From an optimization exercise on the open Yosys and OpenROAD flow, aimed at small area, a short achievable clock period and few clock cycles per item; shortcuts taken in it are not production practice.
In this exercise RTL edits were held to simulation tests only and were not proved equivalent to the original.
Power figures rest on the tool's default switching activity, not on a simulated workload.

==> config.mk <==
export PLATFORM = sky130hd
export DESIGN_NAME = duty_gated_waveform_sample
export DESIGN_NICKNAME = duty_gated_waveform_sample
export VERILOG_FILES = /design/flow/design.v
export SDC_FILE = /design/flow/constraint.sdc
export NUM_CORES = 4
export LEC_CHECK = 0
export CAP_MARGIN = 20
export CORE_MARGIN = 2
export CORE_UTILIZATION = 40
export SLEW_MARGIN = 20
==> constraint.sdc <==
create_clock -name core_clock -period 7.0 [get_ports {clock}]
set_input_delay 1.4000 -clock core_clock [delete_from_list [all_inputs] [get_ports {clock}]]
set_output_delay 1.4000 -clock core_clock [all_outputs]
set_load 0.01 [all_outputs]
==> design.v <==
`timescale 1ns / 1ps
package dgws_pkg;
   localparam int PHASE_FRAC_BITS  = 16;
   localparam int SINE_TABLE_DEPTH = 256;
   localparam int COUNT_BITS     = 17;
   localparam int DUTY_BITS      = 7;
   localparam int KIND_BITS      = 3;
   localparam int CODE_BITS      = 12;
   localparam int CSR_INDEX_BITS = 2;
   localparam int CSR_DATA_BITS  = 17;
   localparam int REQ_DATA_BITS  = 24;
   localparam int RSP_DATA_BITS  = 16;
   localparam int WINDOW_BITS = COUNT_BITS + DUTY_BITS;
   localparam int QUAD_REM_BITS   = PHASE_FRAC_BITS - 2;
   localparam int SINE_ENTRY_BITS = 11;
   localparam int SINE_IDX_BITS   = $clog2(SINE_TABLE_DEPTH + 1);
   localparam int SINE_ADDR_BITS  = $clog2(SINE_TABLE_DEPTH);
   localparam logic [CODE_BITS-1:0]     CODE_MAX     = 12'd4095;
   localparam logic [CODE_BITS-1:0]     SINE_MID     = 12'd2047;
   localparam logic [COUNT_BITS-1:0]    PERIOD_RESET = 17'd1000;
   localparam logic [DUTY_BITS-1:0]     DUTY_RESET   = 7'd50;
   localparam logic [63:0]              HALF_PI_Q30  = 64'd1686629713;
   typedef enum logic [KIND_BITS-1:0] {
      WAVE_SQUARE,
      WAVE_SINE,
      WAVE_TRIANGLE,
      WAVE_FLAT_TOP,
      WAVE_SAWTOOTH
   } wave_kind_type;
   typedef enum logic [CSR_INDEX_BITS-1:0] {
      CSR_PERIOD,
      CSR_DUTY,
      CSR_KIND
   } csr_index_type;
   typedef enum logic [1:0] {
      FLAT_RISE,
      FLAT_HOLD,
      FLAT_FALL
   } flat_seg_type;
   typedef struct packed {
      logic valid;
      logic win;
      logic sat;
   } item_tag_type;
   function automatic logic [SINE_ENTRY_BITS-1:0] sine_entry(input logic [SINE_ADDR_BITS-1:0] a);
      case (a)
         8'd0: sine_entry = 11'd13; 8'd1: sine_entry = 11'd25; 8'd2: sine_entry = 11'd38; 8'd3: sine_entry = 11'd50; 8'd4: sine_entry = 11'd63; 8'd5: sine_entry = 11'd75; 8'd6: sine_entry = 11'd88; 8'd7: sine_entry = 11'd100;
         8'd8: sine_entry = 11'd113; 8'd9: sine_entry = 11'd126; 8'd10: sine_entry = 11'd138; 8'd11: sine_entry = 11'd151; 8'd12: sine_entry = 11'd163; 8'd13: sine_entry = 11'd176; 8'd14: sine_entry = 11'd188; 8'd15: sine_entry = 11'd201;
         8'd16: sine_entry = 11'd213; 8'd17: sine_entry = 11'd226; 8'd18: sine_entry = 11'd238; 8'd19: sine_entry = 11'd251; 8'd20: sine_entry = 11'd263; 8'd21: sine_entry = 11'd275; 8'd22: sine_entry = 11'd288; 8'd23: sine_entry = 11'd300;
         8'd24: sine_entry = 11'd313; 8'd25: sine_entry = 11'd325; 8'd26: sine_entry = 11'd338; 8'd27: sine_entry = 11'd350; 8'd28: sine_entry = 11'd362; 8'd29: sine_entry = 11'd375; 8'd30: sine_entry = 11'd387; 8'd31: sine_entry = 11'd399;
         8'd32: sine_entry = 11'd412; 8'd33: sine_entry = 11'd424; 8'd34: sine_entry = 11'd436; 8'd35: sine_entry = 11'd449; 8'd36: sine_entry = 11'd461; 8'd37: sine_entry = 11'd473; 8'd38: sine_entry = 11'd485; 8'd39: sine_entry = 11'd497;
         8'd40: sine_entry = 11'd510; 8'd41: sine_entry = 11'd522; 8'd42: sine_entry = 11'd534; 8'd43: sine_entry = 11'd546; 8'd44: sine_entry = 11'd558; 8'd45: sine_entry = 11'd570; 8'd46: sine_entry = 11'd582; 8'd47: sine_entry = 11'd594;
         8'd48: sine_entry = 11'd606; 8'd49: sine_entry = 11'd618; 8'd50: sine_entry = 11'd630; 8'd51: sine_entry = 11'd642; 8'd52: sine_entry = 11'd654; 8'd53: sine_entry = 11'd666; 8'd54: sine_entry = 11'd678; 8'd55: sine_entry = 11'd690;
         8'd56: sine_entry = 11'd701; 8'd57: sine_entry = 11'd713; 8'd58: sine_entry = 11'd725; 8'd59: sine_entry = 11'd737; 8'd60: sine_entry = 11'd748; 8'd61: sine_entry = 11'd760; 8'd62: sine_entry = 11'd772; 8'd63: sine_entry = 11'd783;
         8'd64: sine_entry = 11'd795; 8'd65: sine_entry = 11'd807; 8'd66: sine_entry = 11'd818; 8'd67: sine_entry = 11'd830; 8'd68: sine_entry = 11'd841; 8'd69: sine_entry = 11'd852; 8'd70: sine_entry = 11'd864; 8'd71: sine_entry = 11'd875;
         8'd72: sine_entry = 11'd887; 8'd73: sine_entry = 11'd898; 8'd74: sine_entry = 11'd909; 8'd75: sine_entry = 11'd920; 8'd76: sine_entry = 11'd932; 8'd77: sine_entry = 11'd943; 8'd78: sine_entry = 11'd954; 8'd79: sine_entry = 11'd965;
         8'd80: sine_entry = 11'd976; 8'd81: sine_entry = 11'd987; 8'd82: sine_entry = 11'd998; 8'd83: sine_entry = 11'd1009; 8'd84: sine_entry = 11'd1020; 8'd85: sine_entry = 11'd1031; 8'd86: sine_entry = 11'd1042; 8'd87: sine_entry = 11'd1052;
         8'd88: sine_entry = 11'd1063; 8'd89: sine_entry = 11'd1074; 8'd90: sine_entry = 11'd1085; 8'd91: sine_entry = 11'd1095; 8'd92: sine_entry = 11'd1106; 8'd93: sine_entry = 11'd1116; 8'd94: sine_entry = 11'd1127; 8'd95: sine_entry = 11'd1137;
         8'd96: sine_entry = 11'd1148; 8'd97: sine_entry = 11'd1158; 8'd98: sine_entry = 11'd1168; 8'd99: sine_entry = 11'd1179; 8'd100: sine_entry = 11'd1189; 8'd101: sine_entry = 11'd1199; 8'd102: sine_entry = 11'd1209; 8'd103: sine_entry = 11'd1219;
         8'd104: sine_entry = 11'd1229; 8'd105: sine_entry = 11'd1239; 8'd106: sine_entry = 11'd1249; 8'd107: sine_entry = 11'd1259; 8'd108: sine_entry = 11'd1269; 8'd109: sine_entry = 11'd1279; 8'd110: sine_entry = 11'd1289; 8'd111: sine_entry = 11'd1299;
         8'd112: sine_entry = 11'd1308; 8'd113: sine_entry = 11'd1318; 8'd114: sine_entry = 11'd1328; 8'd115: sine_entry = 11'd1337; 8'd116: sine_entry = 11'd1347; 8'd117: sine_entry = 11'd1356; 8'd118: sine_entry = 11'd1365; 8'd119: sine_entry = 11'd1375;
         8'd120: sine_entry = 11'd1384; 8'd121: sine_entry = 11'd1393; 8'd122: sine_entry = 11'd1402; 8'd123: sine_entry = 11'd1411; 8'd124: sine_entry = 11'd1421; 8'd125: sine_entry = 11'd1430; 8'd126: sine_entry = 11'd1439; 8'd127: sine_entry = 11'd1447;
         8'd128: sine_entry = 11'd1456; 8'd129: sine_entry = 11'd1465; 8'd130: sine_entry = 11'd1474; 8'd131: sine_entry = 11'd1483; 8'd132: sine_entry = 11'd1491; 8'd133: sine_entry = 11'd1500; 8'd134: sine_entry = 11'd1508; 8'd135: sine_entry = 11'd1517;
         8'd136: sine_entry = 11'd1525; 8'd137: sine_entry = 11'd1533; 8'd138: sine_entry = 11'd1542; 8'd139: sine_entry = 11'd1550; 8'd140: sine_entry = 11'd1558; 8'd141: sine_entry = 11'd1566; 8'd142: sine_entry = 11'd1574; 8'd143: sine_entry = 11'd1582;
         8'd144: sine_entry = 11'd1590; 8'd145: sine_entry = 11'd1598; 8'd146: sine_entry = 11'd1606; 8'd147: sine_entry = 11'd1614; 8'd148: sine_entry = 11'd1621; 8'd149: sine_entry = 11'd1629; 8'd150: sine_entry = 11'd1637; 8'd151: sine_entry = 11'd1644;
         8'd152: sine_entry = 11'd1652; 8'd153: sine_entry = 11'd1659; 8'd154: sine_entry = 11'd1666; 8'd155: sine_entry = 11'd1674; 8'd156: sine_entry = 11'd1681; 8'd157: sine_entry = 11'd1688; 8'd158: sine_entry = 11'd1695; 8'd159: sine_entry = 11'd1702;
         8'd160: sine_entry = 11'd1709; 8'd161: sine_entry = 11'd1716; 8'd162: sine_entry = 11'd1723; 8'd163: sine_entry = 11'd1729; 8'd164: sine_entry = 11'd1736; 8'd165: sine_entry = 11'd1743; 8'd166: sine_entry = 11'd1749; 8'd167: sine_entry = 11'd1756;
         8'd168: sine_entry = 11'd1762; 8'd169: sine_entry = 11'd1769; 8'd170: sine_entry = 11'd1775; 8'd171: sine_entry = 11'd1781; 8'd172: sine_entry = 11'd1787; 8'd173: sine_entry = 11'd1793; 8'd174: sine_entry = 11'd1799; 8'd175: sine_entry = 11'd1805;
         8'd176: sine_entry = 11'd1811; 8'd177: sine_entry = 11'd1817; 8'd178: sine_entry = 11'd1823; 8'd179: sine_entry = 11'd1828; 8'd180: sine_entry = 11'd1834; 8'd181: sine_entry = 11'd1840; 8'd182: sine_entry = 11'd1845; 8'd183: sine_entry = 11'd1850;
         8'd184: sine_entry = 11'd1856; 8'd185: sine_entry = 11'd1861; 8'd186: sine_entry = 11'd1866; 8'd187: sine_entry = 11'd1871; 8'd188: sine_entry = 11'd1876; 8'd189: sine_entry = 11'd1881; 8'd190: sine_entry = 11'd1886; 8'd191: sine_entry = 11'd1891;
         8'd192: sine_entry = 11'd1896; 8'd193: sine_entry = 11'd1901; 8'd194: sine_entry = 11'd1905; 8'd195: sine_entry = 11'd1910; 8'd196: sine_entry = 11'd1914; 8'd197: sine_entry = 11'd1919; 8'd198: sine_entry = 11'd1923; 8'd199: sine_entry = 11'd1927;
         8'd200: sine_entry = 11'd1932; 8'd201: sine_entry = 11'd1936; 8'd202: sine_entry = 11'd1940; 8'd203: sine_entry = 11'd1944; 8'd204: sine_entry = 11'd1948; 8'd205: sine_entry = 11'd1951; 8'd206: sine_entry = 11'd1955; 8'd207: sine_entry = 11'd1959;
         8'd208: sine_entry = 11'd1962; 8'd209: sine_entry = 11'd1966; 8'd210: sine_entry = 11'd1969; 8'd211: sine_entry = 11'd1973; 8'd212: sine_entry = 11'd1976; 8'd213: sine_entry = 11'd1979; 8'd214: sine_entry = 11'd1983; 8'd215: sine_entry = 11'd1986;
         8'd216: sine_entry = 11'd1989; 8'd217: sine_entry = 11'd1992; 8'd218: sine_entry = 11'd1994; 8'd219: sine_entry = 11'd1997; 8'd220: sine_entry = 11'd2000; 8'd221: sine_entry = 11'd2003; 8'd222: sine_entry = 11'd2005; 8'd223: sine_entry = 11'd2008;
         8'd224: sine_entry = 11'd2010; 8'd225: sine_entry = 11'd2012; 8'd226: sine_entry = 11'd2015; 8'd227: sine_entry = 11'd2017; 8'd228: sine_entry = 11'd2019; 8'd229: sine_entry = 11'd2021; 8'd230: sine_entry = 11'd2023; 8'd231: sine_entry = 11'd2025;
         8'd232: sine_entry = 11'd2027; 8'd233: sine_entry = 11'd2028; 8'd234: sine_entry = 11'd2030; 8'd235: sine_entry = 11'd2032; 8'd236: sine_entry = 11'd2033; 8'd237: sine_entry = 11'd2035; 8'd238: sine_entry = 11'd2036; 8'd239: sine_entry = 11'd2037;
         8'd240: sine_entry = 11'd2038; 8'd241: sine_entry = 11'd2039; 8'd242: sine_entry = 11'd2040; 8'd243: sine_entry = 11'd2041; 8'd244: sine_entry = 11'd2042; 8'd245: sine_entry = 11'd2043; 8'd246: sine_entry = 11'd2044; 8'd247: sine_entry = 11'd2045;
         8'd248: sine_entry = 11'd2045; 8'd249: sine_entry = 11'd2046; 8'd250: sine_entry = 11'd2046; 8'd251: sine_entry = 11'd2046; 8'd252: sine_entry = 11'd2047; 8'd253: sine_entry = 11'd2047; 8'd254: sine_entry = 11'd2047; 8'd255: sine_entry = 11'd2047;
         default: sine_entry = '0;
      endcase
   endfunction
endpackage
`timescale 1ns / 1ps
module dgws_div_pipe (
   input  logic                                  clock,
   input  logic                                  reset,
   input  logic                                  adv,
   input  dgws_pkg::item_tag_type                in_tag,
   input  logic [dgws_pkg::COUNT_BITS-1:0]       in_rem,
   input  logic [dgws_pkg::COUNT_BITS-1:0]       divisor,
   output dgws_pkg::item_tag_type                out_tag,
   output logic [dgws_pkg::PHASE_FRAC_BITS-1:0]  out_quo
);
   localparam int F  = dgws_pkg::PHASE_FRAC_BITS;
   localparam int RB = dgws_pkg::COUNT_BITS;
   logic [F-1:0][2:0]      tag_ff;
   logic [F-1:0][RB-1:0]   rem_ff;
   logic [F-1:0][F-1:0]    quo_ff;
   logic [F-1:0][RB-1:0]   rem_in;
   logic [F-1:0][F-1:0]    quo_in;
   for (genvar k = 0; k < F; k++) begin : g_stage
      dgws_pkg::item_tag_type tag_prev;
      logic [RB-1:0]          rem_prev;
      logic [F-1:0]           quo_prev;
      logic [RB:0]            shifted;
      logic [RB:0]            diff;
      logic                   take;
      if (k == 0) begin : g_first
         assign tag_prev = in_tag;
         assign rem_prev = in_rem;
         assign quo_prev = '0;
      end else begin : g_next
         assign tag_prev = tag_ff[k-1];
         assign rem_prev = rem_ff[k-1];
         assign quo_prev = quo_ff[k-1];
      end
      assign shifted   = {rem_prev, 1'b0};
      assign take      = (shifted >= {1'b0, divisor});
      assign diff      = shifted - {1'b0, divisor};
      assign rem_in[k] = take ? diff[RB-1:0] : shifted[RB-1:0];
      assign quo_in[k] = {quo_prev[F-2:0], take};
      always_ff @(posedge clock) begin
         if (reset) begin
            tag_ff[k] <= '0;
         end else if (adv) begin
            tag_ff[k] <= tag_prev;
         end
      end
      always_ff @(posedge clock) begin
         if (adv) begin
            rem_ff[k] <= rem_in[k];
            quo_ff[k] <= quo_in[k];
         end
      end
   end
   assign out_tag = tag_ff[F-1];
   assign out_quo = quo_ff[F-1];
endmodule
`timescale 1ns / 1ps
module dgws_shape (
   input  logic                                  clock,
   input  logic                                  reset,
   input  logic                                  adv,
   input  dgws_pkg::item_tag_type                in_tag,
   input  logic [dgws_pkg::PHASE_FRAC_BITS-1:0]  in_quo,
   input  logic [dgws_pkg::KIND_BITS-1:0]        wave_kind,
   output logic                                  out_valid,
   output logic [dgws_pkg::CODE_BITS-1:0]        out_code,
   output logic                                  out_win
);
   localparam int F   = dgws_pkg::PHASE_FRAC_BITS;
   localparam int CB  = dgws_pkg::CODE_BITS;
   localparam int QB  = dgws_pkg::QUAD_REM_BITS;
   localparam int IB  = dgws_pkg::SINE_IDX_BITS;
   localparam int AB  = dgws_pkg::SINE_ADDR_BITS;
   logic [F-1:0]      phase;
   logic [F+11:0]     saw_prod;
   logic [F-1:0]      tri_arg;
   logic [F+13:0]     tri_prod;
   logic [F+2:0]      p5;
   logic [F+11:0]     flat_prod;
   logic [QB+IB-1:0]  j_prod;
   logic [AB-1:0]     sine_j;
   logic [CB-1:0]          saw_in, tri_in, flat_in;
   dgws_pkg::flat_seg_type flat_seg_in;
   logic [IB-1:0]          sine_idx_in;
   dgws_pkg::item_tag_type tag_ff;
   logic [CB-1:0]          saw_ff, tri_ff, flat_ff;
   dgws_pkg::flat_seg_type flat_seg_ff;
   logic [IB-1:0]          sine_idx_ff;
   logic                   sine_neg_ff;
   always_comb begin
      phase    = in_tag.sat ? '1 : in_quo;
      saw_prod = {phase, 12'b0} - (F+12)'(phase);
      saw_in   = saw_prod[F+11:F];
      tri_arg  = phase[F-1] ? F'(~phase + F'(1)) : phase;
      tri_prod = {tri_arg, 14'b0} - {tri_arg, 2'b0};
      tri_prod = tri_prod >> 1;
      tri_in   = (tri_prod[F+13:F] > (F+14-F)'(dgws_pkg::CODE_MAX))
                 ? dgws_pkg::CODE_MAX : tri_prod[F+11:F];
      p5        = {phase, 2'b0} + (F+3)'(phase);
      flat_prod = {p5[F-1:0], 12'b0} - (F+12)'(p5[F-1:0]);
      flat_in   = flat_prod[F+11:F];
      if (p5[F+2:F] == 3'd0) begin
         flat_seg_in = dgws_pkg::FLAT_RISE;
      end else if (p5 <= {3'b100, {F{1'b0}}}) begin
         flat_seg_in = dgws_pkg::FLAT_HOLD;
      end else begin
         flat_seg_in = dgws_pkg::FLAT_FALL;
      end
      j_prod = (QB+IB)'(phase[QB-1:0]) * (QB+IB)'(dgws_pkg::SINE_TABLE_DEPTH);
      sine_j = j_prod[QB+AB-1:QB];
      sine_idx_in = phase[F-2] ? IB'(IB'(dgws_pkg::SINE_TABLE_DEPTH) - IB'(sine_j))
                               : IB'(sine_j);
   end
   always_ff @(posedge clock) begin
      if (reset) begin
         tag_ff <= '0;
      end else if (adv) begin
         tag_ff <= in_tag;
      end
   end
   always_ff @(posedge clock) begin
      if (adv) begin
         saw_ff      <= saw_in;
         tri_ff      <= tri_in;
         flat_ff     <= flat_in;
         flat_seg_ff <= flat_seg_in;
         sine_idx_ff <= sine_idx_in;
         sine_neg_ff <= phase[F-1];
      end
   end
   logic [IB-1:0]               idx_m1;
   logic [dgws_pkg::SINE_ENTRY_BITS-1:0] sine_entry;
   logic [CB-1:0]               sine_code;
   logic [CB-1:0]               flat_code;
   logic [CB-1:0]               shape_code;
   logic [CB-1:0]               code_in;
   logic          valid_ff;
   logic [CB-1:0] code_ff;
   logic          win_ff;
   always_comb begin
      idx_m1     = sine_idx_ff - IB'(1);
      sine_entry = (sine_idx_ff == '0) ? '0 : dgws_pkg::sine_entry(idx_m1[AB-1:0]);
      sine_code  = sine_neg_ff ? (dgws_pkg::SINE_MID - CB'(sine_entry))
                               : (dgws_pkg::SINE_MID + CB'(sine_entry));
      case (flat_seg_ff)
         dgws_pkg::FLAT_RISE: flat_code = flat_ff;
         dgws_pkg::FLAT_HOLD: flat_code = dgws_pkg::CODE_MAX;
         dgws_pkg::FLAT_FALL: flat_code = dgws_pkg::CODE_MAX - flat_ff;
         default:             flat_code = '0;
      endcase
      case (wave_kind)
         dgws_pkg::WAVE_SQUARE:   shape_code = dgws_pkg::CODE_MAX;
         dgws_pkg::WAVE_SINE:     shape_code = sine_code;
         dgws_pkg::WAVE_TRIANGLE: shape_code = tri_ff;
         dgws_pkg::WAVE_FLAT_TOP: shape_code = flat_code;
         dgws_pkg::WAVE_SAWTOOTH: shape_code = saw_ff;
         default:                 shape_code = '0;
      endcase
      code_in = tag_ff.win ? shape_code : '0;
   end
   always_ff @(posedge clock) begin
      if (reset) begin
         valid_ff <= 1'b0;
      end else if (adv) begin
         valid_ff <= tag_ff.valid;
      end
   end
   always_ff @(posedge clock) begin
      if (adv) begin
         code_ff <= code_in;
         win_ff  <= tag_ff.win;
      end
   end
   assign out_valid = valid_ff;
   assign out_code  = code_ff;
   assign out_win   = win_ff;
endmodule
`timescale 1ns / 1ps
module duty_gated_waveform_sample (
   input  logic                                   clock,
   input  logic                                   reset,
   input  logic                                   req_tvalid,
   output logic                                   req_tready,
   input  logic [dgws_pkg::REQ_DATA_BITS-1:0]     req_tdata,   
   output logic                                   rsp_tvalid,
   input  logic                                   rsp_tready,
   output logic [dgws_pkg::RSP_DATA_BITS-1:0]     rsp_tdata,   
   output logic                                   rsp_tuser,   
   input  logic                                   csr_we,
   input  logic [dgws_pkg::CSR_INDEX_BITS-1:0]    csr_index,
   input  logic [dgws_pkg::CSR_DATA_BITS-1:0]     csr_wdata
);
   localparam int CNT = dgws_pkg::COUNT_BITS;
   localparam int WB  = dgws_pkg::WINDOW_BITS;
   logic [CNT-1:0]                  period_ticks_ff, period_ticks_in;
   logic [dgws_pkg::DUTY_BITS-1:0]  duty_percent_ff, duty_percent_in;
   logic [dgws_pkg::KIND_BITS-1:0]  wave_kind_ff, wave_kind_in;
   always_comb begin
      period_ticks_in = period_ticks_ff;
      duty_percent_in = duty_percent_ff;
      wave_kind_in    = wave_kind_ff;
      if (csr_we) begin
         case (csr_index)
            dgws_pkg::CSR_PERIOD: period_ticks_in = csr_wdata;
            dgws_pkg::CSR_DUTY:   duty_percent_in = csr_wdata[dgws_pkg::DUTY_BITS-1:0];
            dgws_pkg::CSR_KIND:   wave_kind_in    = csr_wdata[dgws_pkg::KIND_BITS-1:0];
            default: ;
         endcase
      end
   end
   always_ff @(posedge clock) begin
      if (reset) begin
         period_ticks_ff <= dgws_pkg::PERIOD_RESET;
         duty_percent_ff <= dgws_pkg::DUTY_RESET;
         wave_kind_ff    <= dgws_pkg::WAVE_SQUARE;
      end else begin
         period_ticks_ff <= period_ticks_in;
         duty_percent_ff <= duty_percent_in;
         wave_kind_ff    <= wave_kind_in;
      end
   end
   logic adv;
   logic accept;
   logic out_valid;
   logic [dgws_pkg::CODE_BITS-1:0] out_code;
   logic out_win;
   assign adv        = !out_valid || rsp_tready;
   assign req_tready = adv && !reset;
   assign accept     = req_tvalid && req_tready;
   logic [CNT-1:0]          count;
   logic [CNT-1:0]          period_eff;
   logic [WB-1:0]           count_x100;
   logic [WB-1:0]           window_limit;
   dgws_pkg::item_tag_type  s1_tag_in, s1_tag_ff;
   logic [CNT-1:0]          s1_count_ff;
   always_comb begin
      count        = req_tdata[CNT-1:0];
      period_eff   = (period_ticks_ff == '0) ? CNT'(1) : period_ticks_ff;
      count_x100   = (WB'(count) << 6) + (WB'(count) << 5) + (WB'(count) << 2);
      window_limit = WB'(period_eff) * WB'(duty_percent_ff);
      s1_tag_in.valid = accept;
      s1_tag_in.win   = (count_x100 <= window_limit);
      s1_tag_in.sat   = (count >= period_eff);
   end
   always_ff @(posedge clock) begin
      if (reset) begin
         s1_tag_ff <= '0;
      end else if (adv) begin
         s1_tag_ff <= s1_tag_in;
      end
   end
   always_ff @(posedge clock) begin
      if (adv) begin
         s1_count_ff <= count;
      end
   end
   dgws_pkg::item_tag_type                div_tag;
   logic [dgws_pkg::PHASE_FRAC_BITS-1:0]  div_quo;
   dgws_div_pipe u_div (
      .clock   (clock),
      .reset   (reset),
      .adv     (adv),
      .in_tag  (s1_tag_ff),
      .in_rem  (s1_count_ff),
      .divisor (period_eff),
      .out_tag (div_tag),
      .out_quo (div_quo)
   );
   dgws_shape u_shape (
      .clock     (clock),
      .reset     (reset),
      .adv       (adv),
      .in_tag    (div_tag),
      .in_quo    (div_quo),
      .wave_kind (wave_kind_ff),
      .out_valid (out_valid),
      .out_code  (out_code),
      .out_win   (out_win)
   );
   assign rsp_tvalid = out_valid;
   assign rsp_tdata  = {{(dgws_pkg::RSP_DATA_BITS - dgws_pkg::CODE_BITS){1'b0}}, out_code};
   assign rsp_tuser  = out_win;
endmodule
==> run.sh <==
#!/bin/bash
# synth_recipe.tcl (not shown) runs the flow's synth.tcl, then flattens the netlist and writes it again
# the make line also repeats each setting of config.mk as NAME=value (left out here)
make -C /OpenROAD-flow-scripts/flow DESIGN_CONFIG=/design/flow/config.mk WORK_HOME=/design/flow/orfs CLKGATE_MAP_FILE= SYNTH_SCRIPT=/design/flow/synth_recipe.tcl finish
==> metrics.csv <==
stage;metric;value;unit
floorplan;Initial Util;0.4046;
worst_setup_path;WS Path Type;reg2reg;
global_routing;gr usage total;0.2060;
global_routing;largest net degree at the start of global routing;121;
yosys;Syn Std Cell Area;43430;um^2
sta;fmax;0.1527;GHz
floorplan;Die Ht;333.5;um
placement;RePlAce Congestion;0.9282;
yosys;top cell type's share of synthesized area;0.3243;
worst_setup_path;Crit path depth;30;
worst_setup_path;CP startpoint;period_ticks_ff[16];
sta;Least-Margin Pin Slew;1.095;ns
sta;fin crit share;0.9358;
clocking;total CTS buffers;61;
detailed_routing;vias per cell;5.678;
sta;Setup TNS;0;ns
run_status;outcome;no timing/DRC/antenna violations;
sta;hold_ws;0.4171;ns
yosys;top-count cell post-synth;nand2_1;
layout;Final #Nets;5226;
clocking;Worst-Skew Late Latency;0.64;ns
detailed_routing;DRC Markers;0;
detailed_routing;M1 WL;53.69;mm
worst_setup_path;Worst Setup End Kind;register;
yosys;Mapped Cells;4632;
placement;buffers added on ports;55;
worst_setup_path;FF-to-FF Start;period_ticks_ff[16];
yosys;post-synth cell types;104;
sta;Slew Limit Fails;0;
yosys;sequential area share after synthesis;0.3616;
worst_setup_path;worst path bufs/invs;6;
worst_setup_path;slowest stage delay, CP;0.56;ns
global_routing;global-route wire length before repair;185.8;mm
yosys;largest area contributor in the netlist;edfxtp_1;
global_routing;grt ovf;0;
yosys;Ys Warns;3;
worst_setup_path;CP required;7.55;ns
clocking;Clock Path Buffers;3;
yosys;ys async rst share;0;
floorplan;Die X;333.5;um
layout;layout cell share with drive strength beyond 1;0.08093;
worst_setup_path;Top Family by Delay on Critical Path;adder cells;
floorplan;num rows;120;
detailed_routing;met3 WL post-DR;5.704;mm
detailed_routing;met2 wire length;54.05;mm
worst_setup_path;slowest stage cell, crit path;fa_1;
worst_setup_path;RR Endpoint;s1_tag_ff[1];
yosys;top cells by area, synth;edfxtp_1, ha_1, a21oi_1;
floorplan;Core Region;107400;um^2
worst_setup_path;Critical Path Sink;s1_tag_ff[1];
power;leakage dissipation;18.95;nW
sta;RSZ-0062 raised after global routing;false;
floorplan;IO Pins;67;
detailed_routing;per-cell routed wire length;19.08;um
worst_setup_path;worst-case reg-to-reg path depth;30;
sta;minimum clock period after layout;6.550;ns
yosys;Commonest cells post-synth;nand2_1, edfxtp_1, a21oi_1;
sta;Final Hold Vio Count;0;
placement;hpwl dp;83.99;mm
clocking;CTS tree;done;
detailed_routing;total number of vias;34701;
layout;fill cell count;10218;
detailed_routing;Iteration-0 DRC Markers;3107;
layout;Area growth syn-to-layout;10.47;%
layout;Final Util;0.4469;
power;power density cells;448.7;nW/um^2
worst_setup_path;reg-to-reg setup timing slack;0.45;ns
global_routing;initial antenna violation count;3;
worst_setup_path;Arr. time, crit path;7.10;ns
clocking;htree depth;2;
yosys;Post-synth EDFFs;469;
min_path;worst hold path type;reg2reg;
job;maxcap violations;0;
clocking;Reg clk slew, reported paths;0.07;ns
power;Max rail drop VDD;0.0002544;V
yosys;post-synthesis area per instance;9.376;um^2
worst_setup_path;Crit Path Max Fanout;3;
worst_setup_path;CP Launch Type;register;
detailed_routing;TritonRoute pass-1 iters;5;
sta;normalized max-slew margin;0.2647;
floorplan;Die Area;111200;um^2
yosys;ys flop type;edfxtp_1;
clocking;CTS root buffer;clkbuf_16;
detailed_routing;Post-DRT Antenna Nets;0;
power;Total Power;21.53;mW
yosys;Synth Register Bits;550;
sta;setup violators final;0;
global_routing;number of global-route vias before repair;33124;
sta;skew final;0.03172;ns
detailed_routing;Total Wirelength;116.6;mm
detailed_routing;DR top layer;met5;
clocking;Clock Sinks;550;
final cells by class:
cell class              instances  area [um^2]  share of cell area
flip-flops and latches        550        15710              0.3273
inverters                     239        904.6             0.01885
diodes                          1        2.502          0.00005216
clock buffers                  66         1545             0.03221
repair buffers                152         1336             0.02785
multi-input cells            3655        26140              0.5448
well taps                    1403         1755             0.03659
clock inverters                46        589.3             0.01228
sequential cells by signal, summed over array words and instances, names as in the netlist, 7 cells and up:
name and flops:
duty_percent_ff 7, u_shape.saw_ff 12, u_shape.flat_ff 12, u_div.quo_ff 136, u_shape.sine_idx_ff 9, u_div.tag_ff 48, period_ticks_ff 17, u_div.rem_ff 255
s1_count_ff 17, u_shape.tri_ff 12, u_shape.code_ff 12
metal layers:
layer  global-route usage  up-vias
met2               0.3373      904
met4              0.05825        4
met1               0.2870    16628
met3              0.02320      182
li1                     -    16983
met5                    0        -
stage by stage:
stage	setup slack, ns	cell area, um^2	cells
5_1_grt	0.008668	47980	6111
2_1_floorplan	0.1405	43450	4635
3_3_place_gp	0.2214	45800	5998
4_1_cts	0.2588	47930	6110
3_5_place_dp	0.3296	45800	5998
6_report	0.4496	47980	6112
repair_timing:
item	4_1_cts	5_1_grt
endpoints found under the setup margin	0	1
hold buffers	0	0
buffers inserted	0	1
gates resized for setup	0	7
worst min-delay path by stage:
stage | startpoint | to | slack (ns) | depth (start not counted)
CTS | u_div.quo_ff[192] | u_div.quo_ff[209] | 0.42 | 0
finish | u_div.quo_ff[187] | u_div.quo_ff[204] | 0.42 | 0
global route | u_div.quo_ff[209] | u_div.quo_ff[226] | 0.42 | 0
detailed placement | u_div.quo_ff[83] | u_div.quo_ff[100] | 0.40 | 0
floorplan | u_div.quo_ff[83] | u_div.quo_ff[100] | 0.40 | 0
global placement | u_div.quo_ff[145] | u_div.quo_ff[162] | 0.40 | 0
layout by cell type (no fill, tap or decap), types with 20 or more instances in the layout:
cell             netlist  final
ha_1                 415    414
mux2_2                74     74
a21o_1               103    103
o21a_1                29     29
inv_1                235    234
or3_1                 30     30
nor4_1                31     29
o21bai_1              20     20
nor3_1               108    106
o31ai_1               38     38
a211oi_1              46     43
edfxtp_1             469    469
xor2_1               102    102
a21oi_1              422    422
a31oi_1               54     50
xnor2_1              186    184
o21ai_0              306    304
fa_1                 104    104
or2_2                 35     35
mux2i_1               22     22
nand3_1               74     74
nor2b_1               54     53
and2_1                91     91
nand2b_1              73     72
nand4_1               44     44
o22ai_1               24     24
clkbuf_16              0     61
buf_4                 11     92
and3_1                20     20
nand2_1              536    536
nor2_1               286    285
o211ai_1              33     33
clkdlybuf4s50_1        0     54
a211o_1               27     27
dfxtp_1               81     81
power breakdown:
group          switching [mW]  internal [mW]  total (mW)  leakage (nW)
Combinational            7.23           4.94        12.2          12.4
Sequential              0.641           5.26        5.90          5.50
Clock                    1.36           2.10        3.46          1.03
cell families (layout without fill, tap and decap cells):
| kind of cell | count (synthesis) | in the layout | synth area share |
|---|---|---|---|
| AO/OA/AOI/OAI | 1282 | 1282 | 0.1846 |
| XOR/XNOR | 290 | 290 | 0.05883 |
| adder cells (fa/ha/maj) | 519 | 519 | 0.1675 |
| buffers and inverters | 430 | 503 | 0.03941 |
| flip-flops | 550 | 550 | 0.3616 |
| multiplexers | 97 | 97 | 0.02478 |
| other | 1 | 5 | 0.00008634 |
| AND/OR/NAND/NOR | 1463 | 1463 | 0.1632 |
Testbench counts, summed over its fixed seeds: cycles 20,112, items 19,200.

-- afterwards: timing with drivers on the ports --
No port has a modelled driver above. Below, the same layout with a new extraction and two added sets of constraints. Step 1: set_driving_cell puts a clkbuf_16 on clock and a buf_2 on each other input, an assumption about the parent block. Step 2 moves the port delays by t, midway between the first and last clock arrival at a register: inputs arrive t later, outputs are due t later. That takes back most of the time a late clock gives input paths. Three values: ideal, step 1, step 2; two values: the first two.
shift t [ns]: 0.688
setup WS [ns]: 0.450 / 0.450 / 0.450
latest minus earliest clock arrival (ns): 0.032 / 0.032
After both steps setup and hold are still met in this run. For this run, drivers alone change the setup slack by 0.000 ns; drivers and shift together by 0.000 ns.
